Source: an optimization exercise on an open RTL-to-GDS flow (aim: small area). Production flows keep margins and buffers that such runs may drop. RTL that was checked went through simulation tests only; none was proved equivalent to the original. No activity file was given, so power comes from the tool's default toggle rates.

== v31 ==
// game_top
module game_top #(
    parameter int TROOP_W = 9
) (
    input  logic               clk_100M,
    input  logic               reset,
    input  logic               key_ready,
    input  logic [2:0]         key_data,
    output logic               key_read_fin,
    input  logic               wb_cyc,
    input  logic               wb_stb,
    input  logic               wb_we,
    input  logic [7:0]         wb_adr,
    input  logic [31:0]        wb_dat_i,
    output logic [31:0]        wb_dat_o,
    output logic               wb_ack
);
Size: about 2,900 cells after synthesis, roughly 1,100 flip-flops, roughly 83 I/O pins, roughly 0.045 mm² of cells after synthesis.
==> flow/config.mk <==
export PLATFORM = sky130hd
export DESIGN_NAME = game_top
export DESIGN_NICKNAME = game_top
export VERILOG_FILES = /design/flow/design.v
export SDC_FILE = /design/flow/constraint.sdc
export NUM_CORES = 8
export LEC_CHECK = 0
export ABC_AREA = 1
export CAP_MARGIN = 20
export CORE_MARGIN = 2
export CORE_UTILIZATION = 60
export GPL_TIMING_DRIVEN = 0
export PLACE_DENSITY = 0.72
export SLEW_MARGIN = 20
==> flow/constraint.sdc <==
create_clock -name core_clock -period 12.0 [get_ports {clk_100M}]
set_input_delay 2.4000 -clock core_clock [delete_from_list [all_inputs] [get_ports {clk_100M}]]
set_output_delay 2.4000 -clock core_clock [all_outputs]
set_load 0.01 [all_outputs]
standard.sh (not shown) runs the stock make flow with config.mk's settings and CLKGATE_MAP_FILE= SYNTH_SCRIPT=/design/flow/synth_recipe.tcl, a recipe that flattens the netlist after the stock synthesis.
==> flow/flow/run.sh <==
#!/bin/bash
# Own layout flow: the standard flow (standard.sh) with two changes:
#  - synthesis: Yosys's abc pass maps the logic with flow/abc_map.script, an
#    area-oriented mapping, instead of ORFS's abc script (registers untouched);
#  - clock tree: clkbuf_16 buffers, larger sink clusters, no dummy loads;
#  - port buffers: buf_1 cells (every port still gets its buffer).
# Each tool's output is in orfs/logs (ORFS) and flow_make.log here.
set -euo pipefail
W=$(pwd)
cat > "$W/own_synth.tcl" <<EOS
# The standard synthesis (synth_recipe.tcl), with abc's script replaced
proc abc {args} {
  set i [lsearch -exact \$args -script]
  if {\$i >= 0} { lset args [expr {\$i + 1}] {$W/flow/abc_map.script} }
  puts "abc with script $W/flow/abc_map.script"
  yosys abc {*}\$args
}
source {$W/synth_recipe.tcl}
EOS
CTS="-sink_clustering_enable -repair_clock_nets -dont_use_dummy_load"
CTS="$CTS -buf_list sky130_fd_sc_hd__clkbuf_16 -sink_clustering_size 24 -sink_clustering_max_diameter 50"
bash "$W/standard.sh" "SYNTH_SCRIPT=$W/own_synth.tcl" "CTS_ARGS=$CTS" \
  "BUFFER_PORTS_ARGS=-buffer_cell sky130_fd_sc_hd__buf_1" finish > "$W/flow_make.log" 2>&1
==> flow/flow/abc_map.script <==
strash
&get -n
&st
&dc2
&dch
&nf -R 1000
&put
Both conditions hold for v31: the flow ran to the end and the final layout passed the timing, DRC and antenna checks.
Here is what was changed in the inputs of v12 compared with v31.
- GPL_ROUTABILITY_DRIVEN now 0, previously not set
--- a/flow/flow/run.sh
+++ b/flow/flow/run.sh
@@ -4,3 +4,3 @@
 #    area-oriented mapping, instead of ORFS's abc script (registers untouched);
-#  - clock tree: clkbuf_16 buffers, larger sink clusters, no dummy loads;
+#  - clock tree: clkbuf_8 buffers, larger sink clusters, no dummy loads;
 #  - port buffers: buf_1 cells (every port still gets its buffer).
@@ -19,5 +19,7 @@
 EOS
+# the platform's don't-use cells, and the largest plain buffers
+DONT_USE="sky130_fd_sc_hd__probe_p_8 sky130_fd_sc_hd__probec_p_8 sky130_fd_sc_hd__lpflow_bleeder_1 sky130_fd_sc_hd__lpflow_clkbufkapwr_1 sky130_fd_sc_hd__lpflow_clkbufkapwr_16 sky130_fd_sc_hd__lpflow_clkbufkapwr_2 sky130_fd_sc_hd__lpflow_clkbufkapwr_4 sky130_fd_sc_hd__lpflow_clkbufkapwr_8 sky130_fd_sc_hd__lpflow_clkinvkapwr_1 sky130_fd_sc_hd__lpflow_clkinvkapwr_16 sky130_fd_sc_hd__lpflow_clkinvkapwr_2 sky130_fd_sc_hd__lpflow_clkinvkapwr_4 sky130_fd_sc_hd__lpflow_clkinvkapwr_8 sky130_fd_sc_hd__lpflow_decapkapwr_12 sky130_fd_sc_hd__lpflow_decapkapwr_3 sky130_fd_sc_hd__lpflow_decapkapwr_4 sky130_fd_sc_hd__lpflow_decapkapwr_6 sky130_fd_sc_hd__lpflow_decapkapwr_8 sky130_fd_sc_hd__lpflow_inputiso0n_1 sky130_fd_sc_hd__lpflow_inputiso0p_1 sky130_fd_sc_hd__lpflow_inputiso1n_1 sky130_fd_sc_hd__lpflow_inputiso1p_1 sky130_fd_sc_hd__lpflow_inputisolatch_1 sky130_fd_sc_hd__lpflow_isobufsrc_1 sky130_fd_sc_hd__lpflow_isobufsrc_16 sky130_fd_sc_hd__lpflow_isobufsrc_2 sky130_fd_sc_hd__lpflow_isobufsrc_4 sky130_fd_sc_hd__lpflow_isobufsrc_8 sky130_fd_sc_hd__lpflow_isobufsrckapwr_16 sky130_fd_sc_hd__lpflow_lsbuf_lh_hl_isowell_tap_1 sky130_fd_sc_hd__lpflow_lsbuf_lh_hl_isowell_tap_2 sky130_fd_sc_hd__lpflow_lsbuf_lh_hl_isowell_tap_4 sky130_fd_sc_hd__lpflow_lsbuf_lh_isowell_4 sky130_fd_sc_hd__lpflow_lsbuf_lh_isowell_tap_1 sky130_fd_sc_hd__lpflow_lsbuf_lh_isowell_tap_2 sky130_fd_sc_hd__lpflow_lsbuf_lh_isowell_tap_4 sky130_fd_sc_hd__buf_12 sky130_fd_sc_hd__buf_16"
 CTS="-sink_clustering_enable -repair_clock_nets -dont_use_dummy_load"
-CTS="$CTS -buf_list sky130_fd_sc_hd__clkbuf_16 -sink_clustering_size 24 -sink_clustering_max_diameter 50"
+CTS="$CTS -buf_list sky130_fd_sc_hd__clkbuf_8 -sink_clustering_size 16 -sink_clustering_max_diameter 45"
 bash "$W/standard.sh" "SYNTH_SCRIPT=$W/own_synth.tcl" "CTS_ARGS=$CTS" \
-  "BUFFER_PORTS_ARGS=-buffer_cell sky130_fd_sc_hd__buf_1" finish > "$W/flow_make.log" 2>&1
+  "BUFFER_PORTS_ARGS=-buffer_cell sky130_fd_sc_hd__buf_1" "DONT_USE_CELLS=$DONT_USE" finish > "$W/flow_make.log" 2>&1
--- outcome ---
Setup slack is lower on v31. Between v31 and v12, the flow reports clock-buffer cell count increasing by a little under 10%. Higher total of plain and repair buffers excluding clock buffers goes to v31 over v12. Summary: with v31 as the reference, via count in v12 moved down slightly. Delta (v12 minus v31): number of stages on the worst setup path went up 2, sequential element share of the synthesized area flat, layout buffering overhead excluding clock cells fell 1.2 points, combinational share of power now larger.
diff inputs: v12 => v15
==> flow/flow/run.sh <==
#!/bin/bash
# Own layout flow: the standard flow (standard.sh) with two changes:
#  - synthesis: Yosys's abc pass maps the logic with flow/abc_map.script, an
#    area-oriented mapping, instead of ORFS's abc script (registers untouched);
#  - clock tree: clkbuf_8 buffers, larger sink clusters, no dummy loads;
#  - port buffers: buf_1 cells (every port still gets its buffer).
# Each tool's output is in orfs/logs (ORFS) and flow_make.log here.
set -euo pipefail
W=$(pwd)
cat > "$W/own_synth.tcl" <<EOS
# The standard synthesis (synth_recipe.tcl), with abc's script replaced
proc abc {args} {
  set i [lsearch -exact \$args -script]
  if {\$i >= 0} { lset args [expr {\$i + 1}] {$W/flow/abc_map.script} }
  puts "abc with script $W/flow/abc_map.script"
  yosys abc {*}\$args
}
source {$W/synth_recipe.tcl}
EOS
CTS="-sink_clustering_enable -repair_clock_nets -dont_use_dummy_load"
CTS="$CTS -buf_list sky130_fd_sc_hd__clkbuf_8 -sink_clustering_size 16 -sink_clustering_max_diameter 45"
bash "$W/standard.sh" "SYNTH_SCRIPT=$W/own_synth.tcl" "CTS_ARGS=$CTS" \
  "BUFFER_PORTS_ARGS=-buffer_cell sky130_fd_sc_hd__buf_1" finish > "$W/flow_make.log" 2>&1
==> comparison <==
Detailed-routed wire length on met2 sits higher in v15 than in v12.
v12 finished every step from synthesis to the final layout, and the layout passed the timing, DRC and antenna checks.
v15 finished every step from synthesis to the final layout, and the layout passed the timing, DRC and antenna checks.
v15 vs v12 — global-route wire length before repair climbed slightly
Taking v12 as the reference, in v15 switching power share of the total has decreased, mean instance size in the synthesized netlist has remained practically unchanged, via count of the first global-routing pass has increased, final wirelength has increased.
Summary of v15 over v12: layout overhead on the synthesized area now sits higher; clock group share of total power lost 0.2 points.

* * *

game_top, a different RTL version from the one above (not shown whole).
Size in the first run: roughly 3000 cells after synthesis, roughly 1100 flip-flops.
==> flow/config.mk <==
export PLATFORM = sky130hd
export DESIGN_NAME = game_top
export DESIGN_NICKNAME = game_top
export VERILOG_FILES = /design/flow/design.v
export SDC_FILE = /design/flow/constraint.sdc
export NUM_CORES = 8
export LEC_CHECK = 0
export ABC_AREA = 1
export CAP_MARGIN = 20
export CORE_MARGIN = 2
export CORE_UTILIZATION = 60
export GPL_TIMING_DRIVEN = 0
export SLEW_MARGIN = 20
==> flow/constraint.sdc <==
create_clock -name core_clock -period 12.0 [get_ports {clk_100M}]
set_input_delay 2.4000 -clock core_clock [delete_from_list [all_inputs] [get_ports {clk_100M}]]
set_output_delay 2.4000 -clock core_clock [all_outputs]
set_load 0.01 [all_outputs]
==> flow/flow/run.sh <==
#!/bin/bash
# Own layout flow: the standard flow (standard.sh) with two changes:
#  - synthesis: Yosys's abc pass maps the logic with flow/abc_map.script, an
#    area-oriented mapping, instead of ORFS's abc script (registers untouched);
#  - clock tree: clkbuf_8 buffers, larger sink clusters, no dummy loads.
# Each tool's output is in orfs/logs (ORFS) and flow_make.log here.
set -euo pipefail
W=$(pwd)
cat > "$W/own_synth.tcl" <<EOS
# The standard synthesis (synth_recipe.tcl), with abc's script replaced
proc abc {args} {
  set i [lsearch -exact \$args -script]
  if {\$i >= 0} { lset args [expr {\$i + 1}] {$W/flow/abc_map.script} }
  puts "abc with script $W/flow/abc_map.script"
  yosys abc {*}\$args
}
source {$W/synth_recipe.tcl}
EOS
CTS="-sink_clustering_enable -repair_clock_nets -dont_use_dummy_load"
CTS="$CTS -buf_list sky130_fd_sc_hd__clkbuf_8 -sink_clustering_size 16 -sink_clustering_max_diameter 45"
bash "$W/standard.sh" "SYNTH_SCRIPT=$W/own_synth.tcl" "CTS_ARGS=$CTS" finish > "$W/flow_make.log" 2>&1
Scripts as last shown in full above: flow/flow/abc_map.script
Rerun with:
--- a/flow/flow/run.sh
+++ b/flow/flow/run.sh
@@ -3,5 +3,6 @@
 #  - synthesis: Yosys's abc pass maps the logic with flow/abc_map.script, an
 #    area-oriented mapping, instead of ORFS's abc script (registers untouched);
-#  - clock tree: clkbuf_8 buffers, larger sink clusters, no dummy loads.
+#  - clock tree: clkbuf_8 buffers, larger sink clusters, no dummy loads;
+#  - port buffers: buf_1 cells (every port still gets its buffer).
 # Each tool's output is in orfs/logs (ORFS) and flow_make.log here.
 set -euo pipefail
@@ -19,3 +20,4 @@
 CTS="-sink_clustering_enable -repair_clock_nets -dont_use_dummy_load"
 CTS="$CTS -buf_list sky130_fd_sc_hd__clkbuf_8 -sink_clustering_size 16 -sink_clustering_max_diameter 45"
-bash "$W/standard.sh" "SYNTH_SCRIPT=$W/own_synth.tcl" "CTS_ARGS=$CTS" finish > "$W/flow_make.log" 2>&1
+bash "$W/standard.sh" "SYNTH_SCRIPT=$W/own_synth.tcl" "CTS_ARGS=$CTS" \
+  "BUFFER_PORTS_ARGS=-buffer_cell sky130_fd_sc_hd__buf_1" finish > "$W/flow_make.log" 2>&1
Wire length stays flat.
Count of clock-buffer cells in the layout goes down by 1.
Final area decreases slightly.
Rerun with:
--- a/flow/flow/run.sh
+++ b/flow/flow/run.sh
@@ -3,6 +3,5 @@
 #  - synthesis: Yosys's abc pass maps the logic with flow/abc_map.script, an
 #    area-oriented mapping, instead of ORFS's abc script (registers untouched);
-#  - clock tree: clkbuf_8 buffers, larger sink clusters, no dummy loads;
-#  - port buffers: buf_1 cells (every port still gets its buffer).
+#  - clock tree: clkbuf_8 buffers, larger sink clusters, no dummy loads.
 # Each tool's output is in orfs/logs (ORFS) and flow_make.log here.
 set -euo pipefail
@@ -20,4 +19,3 @@
 CTS="-sink_clustering_enable -repair_clock_nets -dont_use_dummy_load"
 CTS="$CTS -buf_list sky130_fd_sc_hd__clkbuf_8 -sink_clustering_size 16 -sink_clustering_max_diameter 45"
-bash "$W/standard.sh" "SYNTH_SCRIPT=$W/own_synth.tcl" "CTS_ARGS=$CTS" \
-  "BUFFER_PORTS_ARGS=-buffer_cell sky130_fd_sc_hd__buf_1" finish > "$W/flow_make.log" 2>&1
+bash "$W/standard.sh" "SYNTH_SCRIPT=$W/own_synth.tcl" "CTS_ARGS=$CTS" finish > "$W/flow_make.log" 2>&1
PLACE_DENSITY = 0.72   (was unset)
Effect: Final area hardly moves; clock skew fell by 0.0076 ns; total power barely changes; synthesized area stays the same; first-iteration DRC count grows by 6.7%; utilization stays flat; critical path depth is lower by 2; sequential share of layout area is about the same; worst setup slack is worse by 0.073 ns; count of clock-buffer cells in the layout drops by 8; routed wire length shrinks by 1.8%.
Function was not checked in any run of this note: the RTL went through the layout flow alone.

* * *

game_top, a different RTL version from the one above (not shown whole).
For scale: ~2900 cells after synthesis, ~1100 flip-flops, roughly 0.045 mm2 of cells after synthesis.
export LEC_CHECK = 0
export ABC_AREA = 1
export CAP_MARGIN = 20
export CORE_MARGIN = 2
export CORE_UTILIZATION = 60
export GPL_ROUTABILITY_DRIVEN = 0
export GPL_TIMING_DRIVEN = 1
export PLACE_DENSITY = 0.72
export SETUP_SLACK_MARGIN = 0.15
export SLEW_MARGIN = 20
create_clock -name core_clock -period 12.0 [get_ports {clk_100M}]
==> flow/flow/run.sh <==
#!/bin/bash
# Own layout flow: the standard flow (standard.sh) with two changes:
#  - synthesis: Yosys's abc pass maps the logic with flow/abc_map.script, an
#    area-oriented mapping, instead of ORFS's abc script (registers untouched);
#  - clock tree: clkbuf_4 buffers, larger sink clusters, no dummy loads;
#  - port buffers: buf_1 cells (every port still gets its buffer).
# Each tool's output is in orfs/logs (ORFS) and flow_make.log here.
set -euo pipefail
W=$(pwd)
cat > "$W/own_synth.tcl" <<EOS
# The standard synthesis (synth_recipe.tcl), with abc's script replaced
proc abc {args} {
  set i [lsearch -exact \$args -script]
  if {\$i >= 0} { lset args [expr {\$i + 1}] {$W/flow/abc_map.script} }
  puts "abc with script $W/flow/abc_map.script"
  yosys abc {*}\$args
}
source {$W/synth_recipe.tcl}
EOS
# the platform's don't-use cells, and the largest plain buffers
DONT_USE="sky130_fd_sc_hd__probe_p_8 sky130_fd_sc_hd__probec_p_8 sky130_fd_sc_hd__lpflow_bleeder_1 sky130_fd_sc_hd__lpflow_clkbufkapwr_1 sky130_fd_sc_hd__lpflow_clkbufkapwr_16 sky130_fd_sc_hd__lpflow_clkbufkapwr_2 sky130_fd_sc_hd__lpflow_clkbufkapwr_4 sky130_fd_sc_hd__lpflow_clkbufkapwr_8 sky130_fd_sc_hd__lpflow_clkinvkapwr_1 sky130_fd_sc_hd__lpflow_clkinvkapwr_16 sky130_fd_sc_hd__lpflow_clkinvkapwr_2 sky130_fd_sc_hd__lpflow_clkinvkapwr_4 sky130_fd_sc_hd__lpflow_clkinvkapwr_8 sky130_fd_sc_hd__lpflow_decapkapwr_12 sky130_fd_sc_hd__lpflow_decapkapwr_3 sky130_fd_sc_hd__lpflow_decapkapwr_4 sky130_fd_sc_hd__lpflow_decapkapwr_6 sky130_fd_sc_hd__lpflow_decapkapwr_8 sky130_fd_sc_hd__lpflow_inputiso0n_1 sky130_fd_sc_hd__lpflow_inputiso0p_1 sky130_fd_sc_hd__lpflow_inputiso1n_1 sky130_fd_sc_hd__lpflow_inputiso1p_1 sky130_fd_sc_hd__lpflow_inputisolatch_1 sky130_fd_sc_hd__lpflow_isobufsrc_1 sky130_fd_sc_hd__lpflow_isobufsrc_16 sky130_fd_sc_hd__lpflow_isobufsrc_2 sky130_fd_sc_hd__lpflow_isobufsrc_4 sky130_fd_sc_hd__lpflow_isobufsrc_8 sky130_fd_sc_hd__lpflow_isobufsrckapwr_16 sky130_fd_sc_hd__lpflow_lsbuf_lh_hl_isowell_tap_1 sky130_fd_sc_hd__lpflow_lsbuf_lh_hl_isowell_tap_2 sky130_fd_sc_hd__lpflow_lsbuf_lh_hl_isowell_tap_4 sky130_fd_sc_hd__lpflow_lsbuf_lh_isowell_4 sky130_fd_sc_hd__lpflow_lsbuf_lh_isowell_tap_1 sky130_fd_sc_hd__lpflow_lsbuf_lh_isowell_tap_2 sky130_fd_sc_hd__lpflow_lsbuf_lh_isowell_tap_4 sky130_fd_sc_hd__buf_12 sky130_fd_sc_hd__buf_16"
CTS="-sink_clustering_enable -repair_clock_nets -dont_use_dummy_load"
CTS="$CTS -buf_list sky130_fd_sc_hd__clkbuf_4 -sink_clustering_size 10 -sink_clustering_max_diameter 35"
bash "$W/standard.sh" "SYNTH_SCRIPT=$W/own_synth.tcl" "CTS_ARGS=$CTS" \
  "BUFFER_PORTS_ARGS=-buffer_cell sky130_fd_sc_hd__buf_1" "DONT_USE_CELLS=$DONT_USE" finish > "$W/flow_make.log" 2>&1
Scripts as last shown in full above: flow/flow/abc_map.script
The baseline finished clean.
Then changed:
CORE_UTILIZATION = 65   (was 60)
GPL_TIMING_DRIVEN = 0   (was 1)
PLACE_DENSITY = 0.75   (was 0.72)
What happened: The new run finished clean. Clock power is about the same. Routed wire length fell by a few percent. Final cell count fell by a few percent. Worst setup slack is better by 0.019 ns. Flip-flop and latch count is unchanged.
Then changed:
CORE_UTILIZATION = 60   (was 65)
GPL_TIMING_DRIVEN = 1   (was 0)
PLACE_DENSITY = 0.8   (was 0.75)
=>
- routed wire length went up by a few percent
- global-route usage shrinks by 2.0 points
- worst setup slack improved by 0.10 ns
- sequential power is about the same
- core utilization decreases by 6.3 points
- clock power is about the same
- synthesized cell count stays the same
- via count came out higher by a few percent
- clock skew came out lower by 0.041 ns
- non-clock buffer count climbs by 71
Then changed:
PLACE_DENSITY = 0.65   (was 0.8)
Result:
- The new run produced a clean layout
- wire length rose by 2.8%
- global-route usage rose by 1.5 points
- first-iteration DRC count fell by 13%
- utilization stays flat
- maximum frequency rose by 0.83%
- total power rose by 0.37%
- clock skew rose by 0.060 ns
- setup slack gains 0.095 ns
- hold slack loses 0.0099 ns
- register-to-register slack loses 0.02 ns
- final area barely changes
Then changed:
GPL_TIMING_DRIVEN = 0   (was 1)
PLACE_DENSITY = 0.72   (was 0.65)
What happened: The changed run ran to the end with no violations. Power drops by 0.85%. Global-route usage drops by 2.6 points. Critical path depth drops by 1. Combinational power barely changes. Hold slack gains 0.0041 ns. Final area climbs by 0.85%. Setup slack loses 0.20 ns.
Then changed:
--- a/flow/flow/run.sh
+++ b/flow/flow/run.sh
@@ -23 +23 @@
-CTS="$CTS -buf_list sky130_fd_sc_hd__clkbuf_4 -sink_clustering_size 10 -sink_clustering_max_diameter 35"
+CTS="$CTS -buf_list {sky130_fd_sc_hd__clkbuf_2 sky130_fd_sc_hd__clkbuf_4} -sink_clustering_size 10 -sink_clustering_max_diameter 35"
GPL_TIMING_DRIVEN = 1   (was 0)
After rerunning: The new run completed without violations; worst setup slack degrades by 0.022 ns; worst hold slack degrades by 0.030 ns; synthesized area does not change; total power grows by 0.64%; global-route usage grows by 1.5 points.

-- re-timing with driven ports --
No port has a modelled driver above. Below, the same layouts with a new extraction and two added sets of constraints.
Step 1 assumes that a clkbuf_16 drives the clock port and a buf_2 every other input.
Step 2 moves the port delays by t, midway between the first and last clock arrival at a register: inputs arrive t later, outputs are due t later. That takes back most of the time a late clock gives input paths.
Three values: no drivers, after step 1, after step 2; two values: the first two.
run | t (ns) | setup slack, ns | hold slack, ns | worst setup path at the end | worst slew at a driven data input, ns
v31 | 0.706 | 0.230 / 0.208 / -0.252 | 0.480 / 0.480 / 0.480 | input to register | 0.06
v12 | 0.783 | 0.241 / 0.218 / -0.187 | 0.483 / 0.483 / 0.483 | input to register | 0.05
v15 | 0.793 | 0.301 / 0.279 / -0.173 | 0.486 / 0.486 / 0.486 | input to register | 0.06
the first run of note 2 | 0.780 | 0.396 / 0.372 / 0.152 | 0.537 / 0.537 / 0.537 | input to register | 0.05
the second run of note 2 | 0.795 | 0.330 / 0.307 / 0.226 | 0.562 / 0.562 / 0.562 | input to register | 0.03
the third run of note 2 | 0.767 | 0.257 / 0.229 / 0.229 | 0.543 / 0.543 / 0.543 | input to output | 0.04
the first run of note 3 | 1.117 | 0.410 / 0.382 / 0.313 | 0.452 / 0.452 / 0.452 | input to register | 0.04
the second run of note 3 | 1.038 | 0.430 / 0.409 / -0.294 | 0.502 / 0.502 / 0.502 | input to register | 0.04
the third run of note 3 | 1.090 | 0.533 / 0.508 / 0.508 | 0.487 / 0.487 / 0.487 | input to output | 0.05
the fourth run of note 3 | 1.063 | 0.628 / 0.595 / 0.540 | 0.477 / 0.477 / 0.477 | input to register | 0.04
the fifth run of note 3 | 1.051 | 0.433 / 0.412 / -0.326 | 0.482 / 0.482 / 0.482 | input to register | 0.04
the sixth run of note 3 | 1.117 | 0.410 / 0.382 / 0.313 | 0.452 / 0.452 / 0.452 | input to register | 0.04
Met with ideal ports but missed after step 2: setup timing in 5 of these runs. The setup slack of the fifth run of note 3, which loses most, moves by -0.021 ns with the drivers and by -0.759 ns with both steps.
